This is an optimization exercise on Yosys and OpenROAD, whose aim is small area and a short achievable clock period, not a production implementation. Where RTL was checked, it was by simulation tests only, not by an equivalence proof against the original.

Design fpmul_queue_wrapper, start of the top module:
module fpmul_queue_wrapper #(
  parameter int DW    = 32,
  parameter int DEPTH = 4,
  parameter int CNT_W = $clog2(DEPTH) + 1
) (
  input  logic          Clk,
  input  logic          Rst_n,
  input  logic [2:0]    A,
  input  logic          WE,
  input  logic          RE,
  input  logic [DW-1:0] InData,
  output logic [DW-1:0] OutData,
  output logic          irq,
  output logic          done_sig
);
  localparam int PW = $clog2(DEPTH);
  localparam logic [CNT_W-1:0] FULL = CNT_W'(DEPTH);
  localparam logic [8:0] E_ZERO   = 9'd0;
  localparam logic [8:0] E_ZERO_D = 9'd1;
  localparam logic [8:0] E_NAN_D  = 9'd509;
  localparam logic [8:0] E_INF    = 9'd510;
  localparam logic [8:0] E_NAN    = 9'd511;
  logic wr_opa, wr_opb, wr_ctrl, rd_pop, flush, err_clr;
  logic cmd_full, cmd_empty, res_empty, res_full, cmd_push, cmd_pop, res_push, res_pop;
  logic [DW-1:0]    opa_q, opb_q;
  logic             va_q, vb_q;
  logic             irq_en_q, ovf_q, unf_q;
  logic [PW-1:0]    cmd_rd_q, res_rd_q;
  logic [CNT_W-1:0] cmd_cnt_q, res_cnt_q;
  logic [2:0]       ph_q;
  logic             drop_q;
  assign wr_opa    = WE && (A == 3'd0);
  assign wr_opb    = WE && (A == 3'd1);
  assign wr_ctrl   = WE && (A == 3'd5);
  assign rd_pop    = RE && (A == 3'd2);
  assign flush     = wr_ctrl && InData[1];
  assign err_clr   = wr_ctrl && InData[0];
  assign cmd_full  = (cmd_cnt_q == FULL);
  assign cmd_empty = (cmd_cnt_q == '0);
  assign res_empty = (res_cnt_q == '0);
  assign res_full  = (res_cnt_q == FULL);
  assign cmd_push  = wr_opb && !cmd_full;
  assign res_pop   = rd_pop && !res_empty && !flush;
  assign cmd_pop   = (ph_q == 3'd1) && !flush;
  assign res_push  = (ph_q == 3'd7) && !flush;
  assign irq       = irq_en_q && !res_empty;
  fpmul_done u_done (.ph7(ph_q == 3'd7), .we(WE), .a(A), .d1(InData[1]), .y(done_sig));
  logic [7:0]  ea, eb;
  logic [22:0] fa, fb;
  logic        a_z, b_z, a_m, b_m, a_fz, b_fz, nan_r, inf_r, zero_r, dnf;
  logic [8:0]  esum_in;
  logic [55:0] cmd_in;
  assign ea   = opa_q[30:23];
  assign eb   = InData[30:23];
  assign fa   = opa_q[22:0];
  ...
Size: roughly 73 I/O pins.
Settings: LEC_CHECK=0, CAP_MARGIN=20, CORE_MARGIN=2, CORE_UTILIZATION=60, SLEW_MARGIN=20, SYNTH_HIERARCHICAL=1; clock period 12.0 ns.
standard.sh (not shown) runs the stock make flow with config.mk's settings and CLKGATE_MAP_FILE= SYNTH_SCRIPT=/design/flow/synth_recipe.tcl, a recipe that flattens the netlist after the stock synthesis.
==> flow/flow/run.sh <==
#!/bin/bash
set -euo pipefail
CTS="-sink_clustering_enable -repair_clock_nets -dont_use_dummy_load"
CTS="$CTS -buf_list {sky130_fd_sc_hd__clkbuf_8 sky130_fd_sc_hd__clkbuf_16}"
CTS="$CTS -sink_clustering_size 20 -sink_clustering_max_diameter 100"
bash standard.sh SETUP_SLACK_MARGIN=6.8 "CTS_ARGS=$CTS" finish > standard.log 2>&1
The first run produced a clean layout.
Next try:
--- a/flow/config.mk
+++ b/flow/config.mk
@@ -8,5 +8,5 @@
 export CAP_MARGIN = 20
 export CORE_MARGIN = 2
-export CORE_UTILIZATION = 60
+export CORE_UTILIZATION = 40
 export SLEW_MARGIN = 20
 export SYNTH_HIERARCHICAL = 1
Effect: Clock skew climbs by 0.031 ns. Final area climbs slightly. Worst setup slack improved by 0.025 ns.
No functional check of the RTL was part of any run of this note.


== the baseline ==
Another version of the RTL of fpmul_queue_wrapper (not shown whole).
Size in the first run: ~520 flip-flops, ~24000 um2 of cells after synthesis.
export LEC_CHECK = 0
export CAP_MARGIN = 20
export CORE_MARGIN = 2
export CORE_UTILIZATION = 40
export SLEW_MARGIN = 20
export SYNTH_HIERARCHICAL = 1
create_clock -name core_clock -period 12.0 [get_ports {Clk}]
==> flow/flow/run.sh <==
#!/bin/bash
set -euo pipefail
CTS="-sink_clustering_enable -repair_clock_nets -dont_use_dummy_load"
CTS="$CTS -buf_list {sky130_fd_sc_hd__clkbuf_8 sky130_fd_sc_hd__clkbuf_16}"
CTS="$CTS -sink_clustering_size 20 -sink_clustering_max_diameter 100"
bash standard.sh SETUP_SLACK_MARGIN=6.1 "CTS_ARGS=$CTS" finish > standard.log 2>&1
#### Input delta (the candidate over the baseline)
--- a/flow/flow/run.sh
+++ b/flow/flow/run.sh
@@ -5,2 +5,2 @@
 CTS="$CTS -sink_clustering_size 20 -sink_clustering_max_diameter 100"
-bash standard.sh SETUP_SLACK_MARGIN=6.1 "CTS_ARGS=$CTS" finish > standard.log 2>&1
+bash standard.sh SETUP_SLACK_MARGIN=6.5 "CTS_ARGS=$CTS" finish > standard.log 2>&1
==> run notes <==
The candidate has routed via count above what the baseline had. [compare] base=the baseline new=the candidate: number of fillers in the final layout went down by 0.91%, share of the clock period used by the worst path after layout fell 0.41 points. Taking the baseline as the reference, in the candidate critical path depth rose by 2; insertion delay to the later sink of the worst-skew pair rose by 0.03 ns. The candidate vs the baseline: sequential fraction of total cell area down. The baseline -> the candidate: detailed-routing wirelength on met1 decreased slightly.


## indigo
fpmul_queue_wrapper, a different RTL version from the one above (not shown whole).
Size in the first run: ~1,800 cells after synthesis, about 520 flip-flops, ~0.024 mm2 of cells after synthesis.
clock: 12.0 ns
lec_check: 0
cap_margin: 20
core_margin: 2
core_utilization: 40
slew_margin: 20
synth_hierarchical: 1
==> flow/flow/run.sh <==
#!/bin/bash
set -euo pipefail
CTS="-sink_clustering_enable -repair_clock_nets -dont_use_dummy_load"
CTS="$CTS -buf_list {sky130_fd_sc_hd__clkbuf_8 sky130_fd_sc_hd__clkbuf_16}"
CTS="$CTS -sink_clustering_size 20 -sink_clustering_max_diameter 100"
bash standard.sh SETUP_SLACK_MARGIN=5.9 "CTS_ARGS=$CTS" \
  "BUFFER_PORTS_ARGS=-buffer_cell sky130_fd_sc_hd__buf_2" finish > standard.log 2>&1
#### Input delta (zinc over indigo)
==> flow/flow/run.sh <==
#!/bin/bash
set -euo pipefail
CTS="-sink_clustering_enable -repair_clock_nets -dont_use_dummy_load"
CTS="$CTS -buf_list {sky130_fd_sc_hd__clkbuf_8 sky130_fd_sc_hd__clkbuf_16}"
CTS="$CTS -sink_clustering_size 20 -sink_clustering_max_diameter 100"
bash standard.sh SETUP_SLACK_MARGIN=6.0 "CTS_ARGS=$CTS" finish > standard.log 2>&1
Results
indigo and zinc ended up with roughly the same sequential cell area. Summary of the comparison: critical path depth is higher in zinc, relative to indigo. Going from indigo to zinc, clock insertion delay at the later pin of the skew report ~0 delta.
The inputs of nickel differ from those of zinc as listed below.
==> flow/flow/run.sh <==
#!/bin/bash
set -euo pipefail
CTS="-sink_clustering_enable -repair_clock_nets -dont_use_dummy_load"
CTS="$CTS -buf_list {sky130_fd_sc_hd__clkbuf_8 sky130_fd_sc_hd__clkbuf_16}"
CTS="$CTS -sink_clustering_size 26 -sink_clustering_max_diameter 110"
bash standard.sh SETUP_SLACK_MARGIN=6.2 "CTS_ARGS=$CTS" \
  "BUFFER_PORTS_ARGS=-buffer_cell sky130_fd_sc_hd__buf_1" \
  "PRE_IO_PLACEMENT_TCL=$PWD/flow/io.tcl" finish > standard.log 2>&1
==> flow/flow/io.tcl (new file) <==
# Keep the bus ports whose paths run from input to output (A, WE, RE to OutData,
# done_sig) together on one edge of the die.
set pins {A[0] A[1] A[2] WE RE done_sig irq}
for {set i 0} {$i < 32} {incr i} { lappend pins "OutData\[$i\]" }
set_io_pin_constraint -pin_names $pins -region left:*
Compared with zinc, nickel shows a lower met2 demand-to-capacity share in global routing.
zinc → nickel: amount of wire on met3 after detailed routing rose by about 5.5%; design area fell by 1.6%.
Delta(instance count on the critical path, nickel - zinc) < 0
nickel finished end to end and its layout was clean on timing, DRC and antenna.
Relative to nickel, the following input files were edited for violet:
==> flow/flow/run.sh <==
#!/bin/bash
set -euo pipefail
CTS="-sink_clustering_enable -repair_clock_nets -dont_use_dummy_load"
CTS="$CTS -buf_list {sky130_fd_sc_hd__clkbuf_8 sky130_fd_sc_hd__clkbuf_16}"
CTS="$CTS -sink_clustering_size 26 -sink_clustering_max_diameter 110"
bash standard.sh SETUP_SLACK_MARGIN=5.9 "CTS_ARGS=$CTS" \
  "BUFFER_PORTS_ARGS=-buffer_cell sky130_fd_sc_hd__buf_1" finish > standard.log 2>&1
removed: flow/flow/io.tcl
==> comparison <==
violet: clock-buffer cell count 4.3% above nickel. Summary of violet over nickel: wire length -270 um; post-layout instance count excluding filler cells -11; number of cells on the critical path ~0 delta. Top metal layer carrying routed signals: met5 -> violet, met4 -> nickel.


fpmul_queue_wrapper, a different RTL version from the one above (not shown whole).
Size: ~1600 cells after synthesis, ~520 flip-flops, ~73 I/O pins, roughly 24000 um^2 of cells after synthesis.
clock: 12.0 ns
lec_check: 0
cap_margin: 20
core_margin: 2
core_utilization: 40
cts_buf_list: sky130_fd_sc_hd__clkbuf_4 sky130_fd_sc_hd__clkbuf_8
setup_slack_margin: 5
slew_margin: 20
run.sh (not shown) runs the stock make flow with config.mk's settings and CLKGATE_MAP_FILE= SYNTH_SCRIPT=/design/flow/synth_recipe.tcl, a recipe that flattens the netlist after the stock synthesis.
Stock flow here: none of the scripts above is used.
==> next run, changes <==
==> flow/flow/run.sh (new file) <==
#!/bin/bash
set -euo pipefail
bash standard.sh SETUP_SLACK_MARGIN=6.5 finish > standard.log 2>&1
==> flow/standard.sh (new file) <==
#!/bin/bash
# synth_recipe.tcl (not shown) runs the flow's synth.tcl, then flattens the netlist and writes it again
# the make line also repeats each setting of config.mk as NAME=value (left out here)
make -C /OpenROAD-flow-scripts/flow DESIGN_CONFIG=/design/flow/config.mk WORK_HOME=/design/flow/orfs CLKGATE_MAP_FILE= SYNTH_SCRIPT=/design/flow/synth_recipe.tcl "${@:-finish}"
Settings changed: SETUP_SLACK_MARGIN 5 to unset.
removed: flow/run.sh
What happened: Cell area increases by a few percent. Cell count rose slightly. Sequential cell count is unchanged.
No functional check of the RTL was part of any run of this note.

==> separate check: timing with driven ports <==
How much do the figures lean on ideal ports? The routed layouts below were timed once more, with nothing changed but the port constraints. Step 1 (the two cells are an assumption about what drives the block):
set clk [get_ports {Clk}]
set_driving_cell -lib_cell sky130_fd_sc_hd__clkbuf_16 $clk
set_driving_cell -lib_cell sky130_fd_sc_hd__buf_2 [delete_from_list [all_inputs] $clk]
Step 2 moves the port delays by t, midway between the first and last clock arrival at a register: inputs arrive t later, outputs are due t later. That takes back most of the time a late clock gives input paths. a / b / c = no drivers / after step 1 / after step 2; a / b = the first two.
run	shift t [ns]	setup slack, ns	cell pins on the clock port's net
the first run of note 1	0.637	6.026 / 5.978 / 5.978	1
the second run of note 1	0.641	6.051 / 6.003 / 6.003	1
the baseline	0.640	6.004 / 5.909 / 5.909	1
the candidate	0.638	6.053 / 5.952 / 5.952	1
indigo	0.639	5.920 / 5.889 / 5.889	1
zinc	0.639	5.923 / 5.868 / 5.868	1
nickel	0.627	6.081 / 6.004 / 6.004	1
violet	0.614	5.963 / 5.924 / 5.924	1
the first run of note 4	0.706	5.201 / 5.178 / 5.178	1
the second run of note 4	0.722	5.835 / 5.773 / 5.773	1
After both steps every run listed still meets setup and hold. For the candidate, which loses most, drivers alone change the setup slack by -0.101 ns; drivers and shift together by -0.101 ns.
